From an optimization exercise on the open Yosys and OpenROAD flow, aimed at small area, a short achievable clock period and few clock cycles; shortcuts taken in it are not production practice. RTL that was checked went through simulation tests only; none was proved equivalent to the original. No activity file was given, so power comes from the tool's default toggle rates.

==> flow/design.v (excerpt) <==
module script_lexer_tokenizer_unit (
    input  logic        i_clk,
    input  logic        i_rst_n,
    input  logic        i_byte_valid,
    output logic        o_byte_ready,
    input  logic [7:0]  i_byte_ch,
    input  logic        i_byte_final,
    output logic        o_tok_valid,
    input  logic        i_tok_ready,
    output logic [5:0]  o_tok_kind,
    output logic [19:0] o_tok_start,
    output logic [19:0] o_tok_len,
    output logic [15:0] o_tok_line,
    output logic [15:0] o_tok_col,
    output logic [7:0]  o_tok_bad,
    output logic        o_tok_last
);
export LEC_CHECK = 0
export ABC_AREA = 1
export CAP_MARGIN = 20
export CORE_MARGIN = 2
export CORE_UTILIZATION = 40
export SLEW_MARGIN = 20
create_clock -name core_clock -period 11.0 [get_ports {i_clk}]
standard.sh (not shown) runs the stock make flow with config.mk's settings and CLKGATE_MAP_FILE= SYNTH_SCRIPT=/design/flow/synth_recipe.tcl, a recipe that flattens the netlist after the stock synthesis.
==> flow/flow/run.sh <==
#!/bin/bash
# Standard layout (the standard.sh: ORFS synthesis to finish, same clock and
# constraints), with these changes to how the layout is made:
#  - the port buffers that ORFS inserts are plain buffers (buf_1) rather than the
#    delay cell ORFS picks by default; every port still gets its own buffer;
#  - ORFS's timing repair aims for more setup slack than the clock needs;
#  - clock tree: clkbuf_8 buffers, larger sink clusters, no dummy loads.
set -euo pipefail
export SETUP_SLACK_MARGIN=7.0
export BUFFER_PORTS_ARGS="-buffer_cell sky130_fd_sc_hd__buf_1"
export CTS_ARGS="-sink_clustering_enable -repair_clock_nets -buf_list sky130_fd_sc_hd__clkbuf_8 -sink_clustering_size 30 -sink_clustering_max_diameter 100 -dont_use_dummy_load"
bash standard.sh > standard_flow.log 2>&1
The first run finished with timing, DRC and antenna clean.
Next try:
--- a/flow/flow/run.sh
+++ b/flow/flow/run.sh
@@ -3,2 +3,5 @@
 # constraints), with these changes to how the layout is made:
+#  - after the floorplan step's own work, the combinational logic is re-mapped
+#    for area by OpenROAD's restructure (flow/restructure.tcl), using the
+#    platform library without its don't-use cells (flow/filter_lib.py);
 #  - the port buffers that ORFS inserts are plain buffers (buf_1) rather than the
@@ -8,2 +11,8 @@
 set -euo pipefail
+python3 flow/filter_lib.py "$FLOW_HOME/platforms/sky130hd/lib/sky130_fd_sc_hd__tt_025C_1v80.lib" \
+  "$PWD/hd_nodontuse.lib" > filter_lib.log 2>&1
+mkdir -p "$PWD/restructure_work"
+export RESTRUCTURE_LIB="$PWD/hd_nodontuse.lib"
+export RESTRUCTURE_WORK="$PWD/restructure_work"
+export POST_FLOORPLAN_TCL="$PWD/flow/restructure.tcl"
 export SETUP_SLACK_MARGIN=7.0
==> flow/flow/filter_lib.py (new file) <==
#!/usr/bin/env python3
# filter_lib.py IN OUT: copy a liberty file without the platform's don't-use cells
# (probe and lpflow cells), for the area restructuring step's ABC run.
import re, sys
src = open(sys.argv[1]).read()
out = []
pos = 0
pat = re.compile(r'\n(\s*)cell\s*\(\s*"?([\w]+)"?\s*\)\s*\{')
for m in pat.finditer(src):
    if m.start() < pos:
        continue
    name = m.group(2)
    if not (re.match(r'sky130_fd_sc_hd__(probe|probec)_p_8$', name) or
            name.startswith('sky130_fd_sc_hd__lpflow_')):
        continue
    # find the matching closing brace
    depth = 0
    i = m.end() - 1
    while True:
        ch = src[i]
        if ch == '{':
            depth += 1
        elif ch == '}':
            depth -= 1
            if depth == 0:
                break
        i += 1
    out.append(src[pos:m.start()])
    pos = i + 1
out.append(src[pos:])
open(sys.argv[2], 'w').write(''.join(out))
==> flow/flow/restructure.tcl (new file) <==
# POST_FLOORPLAN hook: area-oriented re-mapping of the combinational logic with
# OpenROAD's restructure (ABC). Registers are untouched.
restructure -target area \
  -abc_logfile $::env(LOG_DIR)/2_1_restructure_abc.log \
  -liberty_file $::env(RESTRUCTURE_LIB) \
  -tielo_port sky130_fd_sc_hd__conb_1/LO -tiehi_port sky130_fd_sc_hd__conb_1/HI \
  -work_dir $::env(RESTRUCTURE_WORK)
The changed run went through all stages and came out clean.
Clock-buffer cell count is unchanged.
Synthesized area does not change.
Die area does not change.
Wire length climbs by 16%.
Sequential power came out higher by 5.7%.
Setup slack degrades by 0.88 ns.
Cell area grows by 11%.
Maximum frequency drops by 18%.
Via count stays flat.
Synthesized cell count is unchanged.
Core utilization goes up by 5.3 points.
No functional check of the RTL was part of any run of this note.

Starting RTL as in the previous note.
// script_lexer_tokenizer_unit
module script_lexer_tokenizer_unit (
    input  logic        i_clk,
    input  logic        i_rst_n,
    input  logic        i_byte_valid,
    output logic        o_byte_ready,
    input  logic [7:0]  i_byte_ch,
    input  logic        i_byte_final,
    output logic        o_tok_valid,
    input  logic        i_tok_ready,
    output logic [5:0]  o_tok_kind,
    output logic [19:0] o_tok_start,
    output logic [19:0] o_tok_len,
    output logic [15:0] o_tok_line,
    output logic [15:0] o_tok_col,
    output logic [7:0]  o_tok_bad,
    output logic        o_tok_last
);
    localparam [19:0] POS_CAP  = 20'hFFFFF;
    localparam [15:0] LINE_CAP = 16'hFFFF;
    localparam [5:0] K_LPAREN  = 6'd0;
    localparam [5:0] K_RPAREN  = 6'd1;
    localparam [5:0] K_LBRACE  = 6'd2;
    localparam [5:0] K_RBRACE  = 6'd3;
    localparam [5:0] K_COMMA   = 6'd4;
    localparam [5:0] K_DOT     = 6'd5;
    localparam [5:0] K_MINUS   = 6'd6;
    localparam [5:0] K_PLUS    = 6'd7;
    localparam [5:0] K_SEMI    = 6'd8;
    localparam [5:0] K_SLASH   = 6'd9;
  ...
export LEC_CHECK = 0
export ABC_AREA = 1
export CAP_MARGIN = 20
export CORE_MARGIN = 2
export CORE_UTILIZATION = 40
export SLEW_MARGIN = 20
create_clock -name core_clock -period 11.0 [get_ports {i_clk}]
==> flow/flow/run.sh <==
#!/bin/bash
# Standard layout (the standard.sh: ORFS synthesis to finish, same clock and
# constraints), with two changes to how the layout is made:
#  - the port buffers that ORFS inserts are plain buffers (buf_1) rather than the
#    delay cell ORFS picks by default; every port still gets its own buffer;
#  - ORFS's timing repair aims for more setup slack than the clock needs.
set -euo pipefail
export SETUP_SLACK_MARGIN=7.0
export BUFFER_PORTS_ARGS="-buffer_cell sky130_fd_sc_hd__buf_1"
bash standard.sh > standard_flow.log 2>&1
Next try:
Settings changed: CTS_BUF_LIST set to sky130_fd_sc_hd__clkbuf_8.
Result: The new run finished with timing, DRC and antenna clean; clock power decreases by 25%; via count is lower by 0.83%; design area came out lower by 2.1%; first-iteration DRC count came out lower by 7.6%; power drops by 7.7%.
No functional check of the RTL was part of any run of this note.

Another version of the RTL of script_lexer_tokenizer_unit (not shown whole).
For scale: roughly 1300 cells after synthesis, roughly 140 flip-flops, ~100 I/O pins.
Settings: LEC_CHECK=0, ABC_AREA=1, CAP_MARGIN=20, CORE_MARGIN=2, CORE_UTILIZATION=40, SLEW_MARGIN=20; clock period 11.0 ns.
==> flow/flow/run.sh <==
#!/bin/bash
# Standard layout (the standard.sh: ORFS synthesis to finish, same clock and
# constraints), with these changes to how the layout is made:
#  - the port buffers that ORFS inserts are plain buffers (buf_1) rather than the
#    delay cell ORFS picks by default; every port still gets its own buffer;
#  - ORFS's timing repair aims for more setup slack than the clock needs;
#  - clock tree: clkbuf_8 buffers, larger sink clusters, no dummy loads.
set -euo pipefail
export SETUP_SLACK_MARGIN=7.5
export BUFFER_PORTS_ARGS="-buffer_cell sky130_fd_sc_hd__buf_1"
export CTS_ARGS="-sink_clustering_enable -repair_clock_nets -buf_list sky130_fd_sc_hd__clkbuf_8 -sink_clustering_size 30 -sink_clustering_max_diameter 100 -dont_use_dummy_load"
bash standard.sh > standard_flow.log 2>&1
Testbench counts at the start, summed over its fixed seeds: cycles 22,586.
Edit:
==> flow/flow/run.sh (replaced) <==
#!/bin/bash
# Standard layout (the standard.sh: ORFS synthesis to finish, same clock and
# constraints), with these changes to how the layout is made:
#  - after the floorplan step's own work, the combinational logic is re-mapped
#    for area by OpenROAD's restructure (flow/restructure.tcl), using the
#    platform library without its don't-use cells (flow/filter_lib.py);
#  - the port buffers that ORFS inserts are plain buffers (buf_1) rather than the
#    delay cell ORFS picks by default; every port still gets its own buffer;
#  - ORFS's timing repair aims for more setup slack than the clock needs;
#  - clock tree: clkbuf_8 buffers, larger sink clusters, no dummy loads.
set -euo pipefail
python3 flow/filter_lib.py "$FLOW_HOME/platforms/sky130hd/lib/sky130_fd_sc_hd__tt_025C_1v80.lib" \
  "$PWD/hd_nodontuse.lib" > filter_lib.log 2>&1
mkdir -p "$PWD/restructure_work"
export RESTRUCTURE_LIB="$PWD/hd_nodontuse.lib"
export RESTRUCTURE_WORK="$PWD/restructure_work"
export POST_FLOORPLAN_TCL="$PWD/flow/restructure.tcl"
export SETUP_SLACK_MARGIN=7.0
export BUFFER_PORTS_ARGS="-buffer_cell sky130_fd_sc_hd__buf_1"
export CTS_ARGS="-sink_clustering_enable -repair_clock_nets -buf_list sky130_fd_sc_hd__clkbuf_8 -sink_clustering_size 30 -sink_clustering_max_diameter 100 -dont_use_dummy_load"
bash standard.sh > standard_flow.log 2>&1
==> flow/flow/filter_lib.py (new file) <==
#!/usr/bin/env python3
# filter_lib.py IN OUT: copy a liberty file without the platform's don't-use cells
# (probe and lpflow cells), for the area restructuring step's ABC run.
import re, sys
src = open(sys.argv[1]).read()
out = []
pos = 0
pat = re.compile(r'\n(\s*)cell\s*\(\s*"?([\w]+)"?\s*\)\s*\{')
for m in pat.finditer(src):
    if m.start() < pos:
        continue
    name = m.group(2)
    if not (re.match(r'sky130_fd_sc_hd__(probe|probec)_p_8$', name) or
            name.startswith('sky130_fd_sc_hd__lpflow_')):
        continue
    # find the matching closing brace
    depth = 0
    i = m.end() - 1
    while True:
        ch = src[i]
        if ch == '{':
            depth += 1
        elif ch == '}':
            depth -= 1
            if depth == 0:
                break
        i += 1
    out.append(src[pos:m.start()])
    pos = i + 1
out.append(src[pos:])
open(sys.argv[2], 'w').write(''.join(out))
==> flow/flow/restructure.tcl (new file) <==
# POST_FLOORPLAN hook: area-oriented re-mapping of the combinational logic with
# OpenROAD's restructure (ABC). Registers are untouched.
restructure -target area \
  -abc_logfile $::env(LOG_DIR)/2_1_restructure_abc.log \
  -liberty_file $::env(RESTRUCTURE_LIB) \
  -tielo_port sky130_fd_sc_hd__conb_1/LO -tiehi_port sky130_fd_sc_hd__conb_1/HI \
  -work_dir $::env(RESTRUCTURE_WORK)
The changed run produced a clean layout. Flip-flop and latch count does not change. Clock power is lower slightly. Power goes down by a few percent. Design area decreases by a few percent. Count of clock-buffer cells in the layout stays the same. Synthesized area is unchanged. Final cell count fell by about a fifth. Core utilization went down by 2.4 points. Clock skew stays flat.

[re-timing with driven ports]
How much do the figures lean on ideal ports? The routed layouts below were timed once more, with nothing changed but the port constraints.
Step 1: set_driving_cell puts a clkbuf_16 on i_clk and a buf_2 on each other input, an assumption about the parent block.
Step 2 also shifts input and output timing later by t, the mid clock arrival at the registers, as if the neighbouring blocks saw the same clock.
Three values: no drivers, after step 1, after step 2; two values: the first two.
run	t (ns)	slack for setup (ns)	hold WS [ns]	worst setup path after step 2	slew at the worst register clock pin (ns)
the first run of note 1	0.464	7.071 / 7.047 / 6.584	0.436 / 0.436 / 0.436	input to register	0.10 / 0.10
the second run of note 1	0.473	6.191 / 6.191 / 6.191	0.470 / 0.470 / 0.470	register to register	0.10 / 0.10
the first run of note 2	0.464	7.095 / 7.076 / 6.612	0.434 / 0.434 / 0.434	input to register	0.07 / 0.07
the second run of note 2	0.478	7.121 / 7.098 / 6.620	0.439 / 0.439 / 0.439	input to register	0.10 / 0.10
the first run of note 3	0.478	7.457 / 7.415 / 7.168	0.465 / 0.465 / 0.465	input to register	0.10 / 0.10
the second run of note 3	0.476	6.227 / 6.227 / 6.176	0.466 / 0.466 / 0.466	input to register	0.09 / 0.09
After both steps every run listed still meets setup and hold. For the second run of note 2, which loses most, drivers alone change the setup slack by -0.023 ns; drivers and shift together by -0.501 ns.
